Background: an optimization exercise with open tools, aiming at small area, a short achievable clock period and few clock cycles per item. Do not read the settings as production practice. Where RTL was checked, it was by simulation tests only, not by an equivalence proof against the original.

== exp/violet ==
==> flow/design.v (excerpt) <==
module gcd_multilane #(
    parameter int width_p = 32,
    parameter int els_p   = 4
) (
    input  logic                       clk_i,
    input  logic                       reset_i,
    input  logic [2*width_p-1:0]       data_i,
    input  logic                       v_i,
    output logic                       ready_o,
    output logic [width_p-1:0]         data_o,
    output logic                       v_o,
    input  logic                       yumi_i,
    output logic [$clog2(els_p+1)-1:0] count_o
);
    localparam int sh_w   = $clog2(width_p);
    localparam int max_sh = 7;
    function automatic logic [sh_w:0] ctz(input logic [width_p-1:0] x);
        logic [width_p-1:0]           v;
        logic [width_p-1:0][sh_w-1:0] c;
        for (int i = 0; i < width_p; i++) begin
            v[i] = x[i];
            c[i] = '0;
        end
        for (int l = 0; l < sh_w; l++) begin
            for (int i = 0; i < (width_p >> (l + 1)); i++) begin
                c[i] = v[2*i] ? c[2*i] : (c[2*i+1] | sh_w'(1 << l));
                v[i] = v[2*i] | v[2*i+1];
            end
        end
        ctz = {!v[0], c[0]};
    endfunction
    logic                busy_q;
    logic                first_q;    
    logic                fin_q;      
    logic [width_p-1:0]  a_q, b_q;
    logic [sh_w-1:0]     k_q;        
    logic                accept, retire, eq, found, k_zero, shift_a;
    assign eq      = (a_q == b_q);
    assign found   = eq && (a_q[0] || (a_q == '0));
    assign k_zero  = (k_q == '0);
    assign shift_a = !k_zero && fin_q;
    assign ready_o = !reset_i && !busy_q;
    assign v_o     = busy_q && k_zero && fin_q;
    assign data_o  = a_q;
    assign count_o = {{($clog2(els_p+1)-1){1'b0}}, busy_q};
    assign accept  = v_i && ready_o;
    assign retire  = yumi_i && v_o;
    logic [width_p-1:0]  g, p, gg, pp, g2, p2;
    logic [width_p-1:0]  diff, below, flip, a_step, b_step;
    logic [width_p+max_sh-1:0] ext;
    logic                neg, z_ab, over;
  ...
For scale: roughly 1100 cells after synthesis, roughly 72 flip-flops, roughly 110 I/O pins, roughly 0.0080 mm² of cells after synthesis.
export LEC_CHECK = 0
export CAP_MARGIN = 20
export CORE_MARGIN = 2
export CORE_UTILIZATION = 62
export CTS_BUF_LIST = sky130_fd_sc_hd__clkbuf_4 sky130_fd_sc_hd__clkbuf_8
export GPL_ROUTABILITY_DRIVEN = 0
export SETUP_SLACK_MARGIN = 4.0
export SLEW_MARGIN = 20
create_clock -name core_clock -period 8.0 [get_ports {clk_i}]
standard.sh (not shown) runs the stock make flow with config.mk's settings and CLKGATE_MAP_FILE= SYNTH_SCRIPT=/design/flow/synth_recipe.tcl, a recipe that flattens the netlist after the stock synthesis.
==> flow/flow/run.sh <==
#!/bin/bash
# The standard layout, with each port buffered by sky130_fd_sc_hd__buf_1
# instead of the delay-buffer cell buffer_ports picks by default.
set -euo pipefail
export BUFFER_PORTS_ARGS="-buffer_cell sky130_fd_sc_hd__buf_1"
bash standard.sh finish > flow_make.log 2>&1
The flow did not stop early for exp/violet: all stages ran, and the layout cleared the timing, design-rule and antenna checks.
Testbench counts of exp/violet, summed over its fixed seeds: cycles 40,892, items 1,920.
### exp/violet -> exp/tundra
Settings: swapping 62 for 55 in CORE_UTILIZATION; clearing GPL_ROUTABILITY_DRIVEN, which used to be 0.
### Flow results
- Comparing exp/violet and exp/tundra, worst path buffer plus inverter count is lower on exp/tundra.
- | growth of design area from synthesis to finish | lower: exp/tundra |
- exp/tundra has proportion of cell area occupied by multi-input gates above what exp/violet had.
- Relative to exp/violet, the die area measured on exp/tundra has increased by more than 10%.
- Going from exp/violet to exp/tundra, overall fraction of global-route tracks in use shrinks by 1.3 points.
- exp/tundra against exp/violet: setup slack went down 0.015 ns, worst path required time decreased 0.02 ns.
- Changes observed in exp/tundra relative to exp/violet: worst slew margin relative to its limit dropped 11 points; flip-flop and latch count level.
Modified inputs, exp/lagoon compared to exp/tundra
Settings: a change of SETUP_SLACK_MARGIN from 4.0 to 4.15; a change of CORE_UTILIZATION from 55 to 62.
## What came out
- exp/lagoon has completed all stages; timing, DRC and antenna checks passed.
- Global-route usage: higher on exp/lagoon
- In the metrics for exp/lagoon and exp/tundra, the one carrying the lower met3 routing resource usage after global routing is exp/lagoon.
- Per the comparison of exp/lagoon with exp/tundra, wire length reported by the detailed router decreased about 7%, number of buffers other than clock buffers in the final layout increased 12%, final critical path time including I/O delays and setup decreased 0.026 ns.
- Diff exp/lagoon and exp/tundra: setup slack higher in exp/lagoon
- Fmax: exp/lagoon higher than exp/tundra
- Lower non-clock buffer contribution to total cell area among exp/lagoon and exp/tundra: exp/tundra
The following lists how exp/yarrow was set up differently from exp/lagoon:
Settings: a change of CORE_UTILIZATION from 62 to 50; a change of SETUP_SLACK_MARGIN from 4.15 to 4.0.
Notes after the runs:
Proportion of layout cells with a drive suffix above 1 on exp/yarrow is down relative to exp/lagoon. Compared with exp/lagoon, in exp/yarrow non-clock buffer count lost 12, half-perimeter wire length of the detailed placement result picked up an extra 2.4 mm. Side by side, maximum number of pins on one net before global-route repair turned out lower in exp/yarrow than in exp/lagoon. [exp/yarrow] area overhead of the layout relative to synthesis fell 2.6 points relative to exp/lagoon. [diff] routed wire length, exp/yarrow relative to exp/lagoon: regression. Comparing exp/lagoon and exp/yarrow, the lower critical path depth is on exp/lagoon. Looking at exp/lagoon and exp/yarrow, the worst-case hold slack is a wash. Highest attainable clock frequency (higher): exp/lagoon. Sort exp/lagoon and exp/yarrow by largest clock skew in the final design desc -> top: exp/yarrow.

========
## run 1
Another version of the RTL of gcd_multilane (not shown whole).
Size: ~1,100 cells after synthesis, about 8300 sq um of cells after synthesis.
Design gcd_multilane, start of the top module:
module gcd_multilane #(
    parameter int width_p = 32,
    parameter int els_p   = 4
) (
    input  logic                       clk_i,
    input  logic                       reset_i,
    input  logic [2*width_p-1:0]       data_i,
    input  logic                       v_i,
    output logic                       ready_o,
    output logic [width_p-1:0]         data_o,
    output logic                       v_o,
    input  logic                       yumi_i,
    output logic [$clog2(els_p+1)-1:0] count_o
);
clock: 8.0 ns
lec_check: 0
abc_clock_period_in_ps: 4000
cap_margin: 20
core_margin: 2
core_utilization: 60
setup_slack_margin: 4.2
slew_margin: 20
run.sh (not shown) runs the stock make flow with config.mk's settings and CLKGATE_MAP_FILE= SYNTH_SCRIPT=/design/flow/synth_recipe.tcl, a recipe that flattens the netlist after the stock synthesis.
Stock flow here: none of the scripts above is used.
Run 1 did not finish; the tool stopped in 5_1_grt with error GRT-0232.
> inputs changed (run 1 -> run 2)
==> flow/config.mk <==
export PLATFORM = sky130hd
export DESIGN_NAME = gcd_multilane
export DESIGN_NICKNAME = gcd_multilane
export VERILOG_FILES = /design/flow/design.v
export SDC_FILE = /design/flow/constraint.sdc
export NUM_CORES = 4
export LEC_CHECK = 0
export CAP_MARGIN = 20
export CORE_MARGIN = 2
export CORE_UTILIZATION = 40
export SLEW_MARGIN = 20
Results
- Buffer levels on the longest clock path: run 2 vs run 1 identical
- Starting density of the core (lower): run 2
- Going from run 1 to run 2, TritonCTS buffer count now sits at about the same level; number of synthesized flops with an enable pin now sits at about the same level.
- Re worst slack at placement: run 1 and run 2 aren't equal, and the lower value belongs to run 2.
- Instance area after placement essentially unchanged between run 1 and run 2.
- Run 2: number of post-CTS setup repair buffers is 127 lower than what run 1 reported.
- 5_1_grt: run 1 exited with error
- Run 2 closes out successfully: all stages finished, all timing, DRC and antenna checks passed.
- As of run 2, chip height had risen by more than 10% compared to run 1.
No run of this note included a check of the RTL's function; only the layout flow was run.

==> what the ideal ports hide <==
The flow's constraints put no driver on any port. The routed layouts listed below were extracted and timed again, unchanged, in two steps.
Step 1 assumes that a clkbuf_16 drives the clock port and a buf_2 every other input.
Step 2 times the ports against the registers' clock, not the clock port: input delays grow and output delays shrink by t, the midpoint of the rising clock arrivals with the driver on.
Three values: ideal ports, drivers, drivers and shift; two values: the first two.
| run | t, ns | setup slack, ns | worst setup path after step 2 | worst slew at a driven data input, ns | cell pins on the clock port's net |
|---|---|---|---|---|---|
| exp/violet | 0.428 | 4.113 / 4.113 / 4.113 | register to register | 0.04 | 1 |
| exp/tundra | 0.427 | 4.098 / 4.098 / 4.098 | register to register | 0.07 | 1 |
| exp/lagoon | 0.428 | 4.124 / 4.124 / 4.124 | register to register | 0.04 | 1 |
| exp/yarrow | 0.428 | 4.086 / 4.086 / 3.855 | input to register | 0.06 | 1 |
| run 2 | 0.389 | 1.475 / 1.475 / 1.475 | register to register | 0.05 | 1 |
After both steps setup and hold are still met in every run listed. The setup slack of exp/yarrow, which loses most, moves by 0.000 ns with the drivers and by -0.231 ns with both steps.
